This is an optimization exercise on Yosys and OpenROAD, whose aim is small area, not a production implementation.
Where RTL was checked, it was by simulation tests only, not by an equivalence proof against the original.
No activity file was given, so power comes from the tool's default toggle rates.

## game_core
module game_core (
    input  wire                   CLK_Scan,
    input  wire                   rst_n,
    input  wire                   start,
    input  wire [3:0]             btn,
    output wire [21:0]            jet_pos,
    output wire [21:0]            enemy_pos,
    output wire [7:0]             jet_life,
    output wire [7:0]             enemy_life,
    output wire                   over,
    output wire                   result
);
    logic [9:0] jt, jl, el;
    logic [7:0] et;
    logic       mv_dn, mv_up;
    logic [7:0] et_nx;
    logic [2:0] enemy_hits;     
    logic [3:0] jet_hits;
    logic [4:0] jlife;
    assign jet_pos   = {1'b0, jt, 1'b0, jl};
    assign enemy_pos = {3'b000, et, 1'b0, el};
    assign jet_life  = {3'b000, jlife};
    jet_motion u_jet (
        .CLK_Scan (CLK_Scan),
        .rst_n    (rst_n),
        .start    (start),
        .btn      (btn),
        .jt       (jt),
        .jl       (jl)
    );
    enemy_motion u_enemy (
        .CLK_Scan (CLK_Scan),
        .rst_n    (rst_n),
        .start    (start),
        .et       (et),
        .el       (el),
        .mv_dn    (mv_dn),
        .mv_up    (mv_up),
        .et_nx    (et_nx)
    );
    shot_volley u_volley (
        .CLK_Scan   (CLK_Scan),
        .rst_n      (rst_n),
        .start      (start),
        .jt         (jt),
        .jl         (jl),
        .el         (el),
        .et_nx      (et_nx),
        .mv_dn      (mv_dn),
        .mv_up      (mv_up),
        .enemy_hits (enemy_hits)
    );
  ...
Size in the first run: about 2300 cells after synthesis, roughly 340 flip-flops, ~0.020 mm^2 of cells after synthesis.
export LEC_CHECK = 0
export ABC_AREA = 1
export CAP_MARGIN = 0
export CORE_MARGIN = 2
export CORE_UTILIZATION = 65
export SLEW_MARGIN = 0
create_clock -name core_clock -period 7.5 [get_ports {CLK_Scan}]
standard.sh (not shown) runs the stock make flow with config.mk's settings and CLKGATE_MAP_FILE= SYNTH_SCRIPT=/design/flow/synth_recipe.tcl, a recipe that flattens the netlist after the stock synthesis.
==> flow/flow/run.sh <==
#!/bin/bash
# Own layout flow: the standard flow (standard.sh) with these changes:
# - synthesis: the standard script (synth_recipe.tcl: same passes, flattening, renaming and
#   registers), except that Yosys does not lock adders into full/half-adder cells before
#   ABC (ADDER_MAP_FILE empty) and ABC maps with flow/abc_area.script;
# - port buffers are the smallest buffer, buf_1;
# - clock tree: larger sink clusters and no dummy loads;

# Each make run logs to its own file here; ORFS's step logs are under orfs/logs.
set -euo pipefail
W=$(pwd)
rm -rf "$W/scripts_abc"
cp -r "$FLOW_HOME/scripts" "$W/scripts_abc"
cp "$W/flow/abc_area.script" "$W/scripts_abc/abc_area.script"
bash standard.sh SCRIPTS_DIR="$W/scripts_abc" ADDER_MAP_FILE= synth > "$W/make_synth.log" 2>&1
bash standard.sh \
  "BUFFER_PORTS_ARGS=-buffer_cell sky130_fd_sc_hd__buf_1" \
  "CTS_ARGS=-sink_clustering_enable -repair_clock_nets -sink_clustering_size 28 -sink_clustering_max_diameter 80 -dont_use_dummy_load" \
  > "$W/make_layout.log" 2>&1
==> flow/flow/abc_area.script <==
strash
&get -n
&fraig -x
&put
scorr
dc2
strash
&get -n
&dch -f
&nf -R 1000 {D}
&put
buffer -c
topo
stime -c
dnsize -c
The first run finished but fails on setup timing.
Next try:
--- a/flow/design.v
+++ b/flow/design.v
@@ -299,34 +299,34 @@
 `default_nettype none
 module enemy_barrage (
     input  wire             CLK_Scan,
     input  wire             rst_n,
     input  wire             start,
     input  wire [7:0]       et,
     input  wire [9:0]       el,
     input  wire [9:0]       jt,
     input  wire [9:0]       jl,
-    output logic [3:0]      jet_hits
+    output logic [9:0]      jet_hits     
 );
     logic [9:0]         c;
     logic [2:0]         pat;
     logic               stream;
     logic               pat_end;
     logic [4:0][8:0]    top;     
     logic [4:0][9:0]    lft;
     logic [8:0]         live;
     logic [4:0]         s_spawn;
     logic               p_spawn;
     logic [4:0]         load;
     logic [8:0]         hit;
     logic [4:0]         gone;
     logic [8:0]         nlive;
-    logic [3:0]         hit_sum;
+    logic [9:0]         hit_sum;
     logic [11:0]        vlo, vhi, hlo, hhi;
     logic [11:0]        pm, qq;
     logic [11:0]        m1, m2, m3, m4;
     logic [11:0]        c_inc;
     assign stream  = pat < 3'd2;
     assign pat_end = stream ? (c == 10'd750) : (c == 10'd249);
     assign p_spawn = !stream && c == 10'd1023;
     assign c_inc   = game_pkg::add(12'(c), 12'd0, 1'b1);
     always_comb
@@ -390,31 +390,19 @@
         for (int j = 0; j < 5; j++)
         begin
             if (stream)
                 hit[j] = live[j] && !pat_end && vok[j] && vup[j] && hin[j];
             else
                 hit[j] = live[j] && !pat_end && vin0 && hp[j];
         end
         for (int j = 5; j < 9; j++)
             hit[j] = live[j] && !pat_end && vin0 && hp[j];
-        begin
-            logic [1:0] a0, a1, a2, a3, a4, a5, a6;
-            logic       b0;
-            a0 = game_pkg::fa(hit[0], hit[1], hit[2]);
-            a1 = game_pkg::fa(hit[3], hit[4], hit[5]);
-            a2 = game_pkg::fa(hit[6], hit[7], hit[8]);
-            a3 = game_pkg::fa(a0[0], a1[0], a2[0]);
-            b0 = a3[0] ^ (hit[0] && !stream);
-            a4 = game_pkg::fa(a0[1], a1[1], a2[1]);
-            a5 = game_pkg::fa(a4[0], a3[1], a3[0] && hit[0] && !stream);
-            a6 = {a4[1] && a5[1], a4[1] ^ a5[1]};
-            hit_sum = {a6, a5[0], b0};
-        end
+        hit_sum = {hit[0] && !stream, hit};
         for (int j = 0; j < 5; j++)
             nlive[j] = stream ? (s_spawn[j] || (live[j] && !hit[j] && !gone[j]))
                               : (p_spawn || (live[j] && !hit[j] && !gone[0]));
         for (int j = 5; j < 9; j++)
             nlive[j] = !stream && (p_spawn || (live[j] && !hit[j] && !gone[0]));
     end
     always_ff @(posedge CLK_Scan)
     begin
         if (!rst_n || start)
@@ -469,26 +457,40 @@
 endmodule
 `default_nettype wire
 `timescale 1ns/1ps
 `default_nettype none
 module life_tracker (
     input  wire             CLK_Scan,
     input  wire             rst_n,
     input  wire             start,
     input  wire [2:0]       enemy_hits,
-    input  wire [3:0]       jet_hits,
+    input  wire [9:0]       jet_hits,     
     output logic [4:0]      jet_life,
     output logic [7:0]      enemy_life,
     output logic            over,
     output logic            result     
 );
     logic [11:0] jd, ed;
-    assign jd = game_pkg::sub(12'(jet_life), 12'(jet_hits));
+    logic [3:0]  jet_hit_cnt;
+    always_comb
+    begin
+        logic [1:0] a0, a1, a2, a3, a4, a5;
+        logic       b0;
+        a0 = game_pkg::fa(jet_hits[0], jet_hits[1], jet_hits[2]);
+        a1 = game_pkg::fa(jet_hits[3], jet_hits[4], jet_hits[5]);
+        a2 = game_pkg::fa(jet_hits[6], jet_hits[7], jet_hits[8]);
+        a3 = game_pkg::fa(a0[0], a1[0], a2[0]);
+        b0 = a3[0] ^ jet_hits[9];
+        a4 = game_pkg::fa(a0[1], a1[1], a2[1]);
+        a5 = game_pkg::fa(a4[0], a3[1], a3[0] && jet_hits[9]);
+        jet_hit_cnt = {a4[1] && a5[1], a4[1] ^ a5[1], a5[0], b0};
+    end
+    assign jd = game_pkg::sub(12'(jet_life), 12'(jet_hit_cnt));
     assign ed = game_pkg::sub(12'(enemy_life), 12'(enemy_hits));
     always_ff @(posedge CLK_Scan)
     begin
         if (!rst_n || start)
         begin
             jet_life   <= game_pkg::JET_LIFE_FULL;
             enemy_life <= game_pkg::EN_LIFE_FULL;
             over       <= 1'b0;
             result     <= 1'b0;
@@ -520,19 +522,19 @@
     output wire [7:0]             enemy_life,
     output wire                   over,
     output wire                   result
 );
     logic [9:0] jt, jl, el;
     logic [7:0] et;
     logic       mv_dn, mv_up;
     logic [7:0] et_nx;
     logic [2:0] enemy_hits;     
-    logic [3:0] jet_hits;
+    logic [9:0] jet_hits;     
     logic [4:0] jlife;
     assign jet_pos   = {1'b0, jt, 1'b0, jl};
     assign enemy_pos = {3'b000, et, 1'b0, el};
     assign jet_life  = {3'b000, jlife};
     jet_motion u_jet (
         .CLK_Scan (CLK_Scan),
         .rst_n    (rst_n),
         .start    (start),
         .btn      (btn),
With this change the flow finished clean. Final area went down by 2.0%. Final cell count falls by about 2.6%. Wire length decreases by 3.7%. Clock skew went down by 0.030 ns. Utilization drops by 2.8 points. Maximum frequency rose by 6.8%. Via count shrinks by 3.9%. Non-clock buffer count came out lower by 66. Setup slack is better by 0.50 ns. Die area rises by about 0.9%. Global-route usage drops by 1.2 points.
The RTL of the second run of this note was laid out without a check of its function.

* * *

game_core, a different RTL version from the one above (not shown whole).
For scale: roughly 2300 cells after synthesis, roughly 340 flip-flops, ~69 I/O pins, roughly 20000 sq um of cells after synthesis.
clock: 7.5 ns
lec_check: 0
abc_area: 1
cap_margin: 0
core_margin: 2
core_utilization: 65
slew_margin: 0
==> flow/flow/run.sh <==
#!/bin/bash
# Own layout flow: the standard flow (standard.sh) with these changes:
# - synthesis: the standard script (synth_recipe.tcl: same passes, flattening, renaming and
#   registers), except that Yosys does not lock adders into full/half-adder cells before
#   ABC (ADDER_MAP_FILE empty) and ABC maps with flow/abc_area.script;
# - port buffers are the smallest buffer, buf_1 (every port is still buffered);
# - clock tree: larger sink clusters and no dummy loads.
# Every other step is standard.sh unchanged. Each make run logs to its own file here;
# ORFS's step logs are under orfs/logs.
set -euo pipefail
W=$(pwd)
rm -rf "$W/scripts_abc"
cp -r "$FLOW_HOME/scripts" "$W/scripts_abc"
cp "$W/flow/abc_area.script" "$W/scripts_abc/abc_area.script"
bash standard.sh SCRIPTS_DIR="$W/scripts_abc" ADDER_MAP_FILE= synth > "$W/make_synth.log" 2>&1
bash standard.sh \
  "BUFFER_PORTS_ARGS=-buffer_cell sky130_fd_sc_hd__buf_1" \
  "CTS_ARGS=-sink_clustering_enable -repair_clock_nets -sink_clustering_size 28 -sink_clustering_max_diameter 80 -dont_use_dummy_load" \
  > "$W/make_layout.log" 2>&1
==> flow/flow/abc_area.script <==
strash
&get -n
&fraig -x
&put
scorr
dc2
strash
&get -n
&dch -f
&nf {D}
&put
&get -n
&dch -f
&nf {D}
&put
buffer -c
topo
stime -c
dnsize -c
Edit:
--- a/flow/design.v
+++ b/flow/design.v
@@ -296,40 +296,40 @@
 endmodule
 `default_nettype wire
 `timescale 1ns/1ps
 `default_nettype none
 module enemy_barrage (
     input  wire             CLK_Scan,
     input  wire             rst_n,
     input  wire             start,
     input  wire [7:0]       et,
     input  wire [9:0]       el,
     input  wire [9:0]       jt,
     input  wire [9:0]       jl,
-    output logic [3:0]      jet_hits
+    output logic [9:0]      jet_hits     
 );
     logic [9:0]         c;
     logic [2:0]         pat;
     logic               stream;
     logic               pat_end;
     logic [4:0][8:0]    top;     
     logic [4:0][9:0]    lft;
     logic [8:0]         live;
     logic [4:0]         s_spawn;
     logic               p_spawn;
     logic [4:0]         load;
     logic [8:0]         hit;
     logic [4:0]         gone;
     logic [8:0]         nlive;
-    logic [3:0]         hit_sum;
+    logic [9:0]         hit_sum;
     logic [11:0]        vlo, vhi, hlo, hhi;
     logic [11:0]        pm, qq;
     logic [11:0]        m1, m2, m3, m4;
     logic [11:0]        c_inc;
     assign stream  = pat < 3'd2;
     assign pat_end = stream ? (c == 10'd750) : (c == 10'd249);
     assign p_spawn = !stream && c == 10'd1023;
     assign c_inc   = game_pkg::add(12'(c), 12'd0, 1'b1);
     always_comb
     begin
         for (int i = 0; i < 5; i++)
             s_spawn[i] = stream && (c == 10'((i + 1) * 50) || c == 10'((i + 6) * 50));
@@ -387,37 +387,25 @@
                 hp[2 * k]     = (w_l || w_r) ? (w_l && !ca[k] && cb[k]) : ca[k];
             end
         end
         for (int j = 0; j < 5; j++)
         begin
             if (stream)
                 hit[j] = live[j] && !pat_end && vok[j] && vup[j] && hin[j];
             else
                 hit[j] = live[j] && !pat_end && vin0 && hp[j];
         end
         for (int j = 5; j < 9; j++)
             hit[j] = live[j] && !pat_end && vin0 && hp[j];
-        begin
-            logic [1:0] a0, a1, a2, a3, a4, a5, a6;
-            logic       b0;
-            a0 = game_pkg::fa(hit[0], hit[1], hit[2]);
-            a1 = game_pkg::fa(hit[3], hit[4], hit[5]);
-            a2 = game_pkg::fa(hit[6], hit[7], hit[8]);
-            a3 = game_pkg::fa(a0[0], a1[0], a2[0]);
-            b0 = a3[0] ^ (hit[0] && !stream);
-            a4 = game_pkg::fa(a0[1], a1[1], a2[1]);
-            a5 = game_pkg::fa(a4[0], a3[1], a3[0] && hit[0] && !stream);
-            a6 = {a4[1] && a5[1], a4[1] ^ a5[1]};
-            hit_sum = {a6, a5[0], b0};
-        end
+        hit_sum = {hit[0] && !stream, hit};
         for (int j = 0; j < 5; j++)
             nlive[j] = stream ? (s_spawn[j] || (live[j] && !hit[j] && !gone[j]))
                               : (p_spawn || (live[j] && !hit[j] && !gone[0]));
         for (int j = 5; j < 9; j++)
             nlive[j] = !stream && (p_spawn || (live[j] && !hit[j] && !gone[0]));
     end
     always_ff @(posedge CLK_Scan)
     begin
         if (!rst_n || start)
         begin
             c        <= '0;
             pat      <= 3'd0;
@@ -466,32 +454,46 @@
                 top[i] <= t_step[i];
         end
     end
 endmodule
 `default_nettype wire
 `timescale 1ns/1ps
 `default_nettype none
 module life_tracker (
     input  wire             CLK_Scan,
     input  wire             rst_n,
     input  wire             start,
     input  wire [2:0]       enemy_hits,
-    input  wire [3:0]       jet_hits,
+    input  wire [9:0]       jet_hits,     
     output logic [4:0]      jet_life,
     output logic [7:0]      enemy_life,
     output logic            over,
     output logic            result     
 );
     logic [11:0] jd, ed;
-    assign jd = game_pkg::sub(12'(jet_life), 12'(jet_hits));
+    logic [3:0]  jet_hit_cnt;
+    always_comb
+    begin
+        logic [1:0] a0, a1, a2, a3, a4, a5;
+        logic       b0;
+        a0 = game_pkg::fa(jet_hits[0], jet_hits[1], jet_hits[2]);
+        a1 = game_pkg::fa(jet_hits[3], jet_hits[4], jet_hits[5]);
+        a2 = game_pkg::fa(jet_hits[6], jet_hits[7], jet_hits[8]);
+        a3 = game_pkg::fa(a0[0], a1[0], a2[0]);
+        b0 = a3[0] ^ jet_hits[9];
+        a4 = game_pkg::fa(a0[1], a1[1], a2[1]);
+        a5 = game_pkg::fa(a4[0], a3[1], a3[0] && jet_hits[9]);
+        jet_hit_cnt = {a4[1] && a5[1], a4[1] ^ a5[1], a5[0], b0};
+    end
+    assign jd = game_pkg::sub(12'(jet_life), 12'(jet_hit_cnt));
     assign ed = game_pkg::sub(12'(enemy_life), 12'(enemy_hits));
     assign result = over && enemy_life == '0;
     always_ff @(posedge CLK_Scan)
     begin
         if (!rst_n || start)
         begin
             jet_life   <= game_pkg::JET_LIFE_FULL;
             enemy_life <= game_pkg::EN_LIFE_FULL;
             over       <= 1'b0;
         end
         else
         begin
@@ -516,25 +518,25 @@
     output wire [21:0]            jet_pos,
     output wire [21:0]            enemy_pos,
     output wire [7:0]             jet_life,
     output wire [7:0]             enemy_life,
     output wire                   over,
     output wire                   result
 );
     logic [9:0] jt, jl, el;
     logic [7:0] et;
     logic       mv_dn, mv_up;
     logic [7:0] et_nx;
     logic [2:0] enemy_hits;     
-    logic [3:0] jet_hits;
+    logic [9:0] jet_hits;     
     logic [4:0] jlife;
     assign jet_pos   = {1'b0, jt, 1'b0, jl};
     assign enemy_pos = {3'b000, et, 1'b0, el};
     assign jet_life  = {3'b000, jlife};
     jet_motion u_jet (
         .CLK_Scan (CLK_Scan),
         .rst_n    (rst_n),
         .start    (start),
         .btn      (btn),
         .jt       (jt),
         .jl       (jl)
     );
- power is higher by a little under a tenth
- flip-flop and latch count is higher by 6
- core utilization stays flat
- routed wire length is higher by a few percent
- area after synthesis is about the same
- setup slack improves by 0.36 ns
- design area is higher slightly
- fmax is higher by a few percent
- first-iteration DRC count is higher by roughly a tenth
- register-to-register slack improves by 0.36 ns
- via count is higher slightly
- critical path depth is lower by 7

[what the ideal ports hide]
The flow's constraints put no driver on any port. The routed layouts listed below were extracted and timed again, unchanged, in two steps.
Step 1 (the two cells are an assumption about what drives the block):
set clk [get_ports {CLK_Scan}]
set_driving_cell -lib_cell sky130_fd_sc_hd__clkbuf_16 $clk
set_driving_cell -lib_cell sky130_fd_sc_hd__buf_2 [delete_from_list [all_inputs] $clk]
Step 2 moves the port delays by t, midway between the first and last clock arrival at a register: inputs arrive t later, outputs are due t later. That takes back most of the time a late clock gives input paths.
a / b / c = ideal ports / drivers / drivers and shift; a / b = the first two.
| run | t (ns) | setup slack, ns | latest minus earliest clock arrival (ns) |
|---|---|---|---|
| the first run of note 1 | 0.554 | -0.328 / -0.328 / -0.328 | 0.068 / 0.068 |
| the second run of note 1 | 0.566 | 0.167 / 0.167 / 0.167 | 0.042 / 0.042 |
| the first run of note 2 | 0.562 | 0.556 / 0.556 / 0.556 | 0.037 / 0.038 |
| the second run of note 2 | 0.578 | 0.913 / 0.913 / 0.913 | 0.071 / 0.071 |
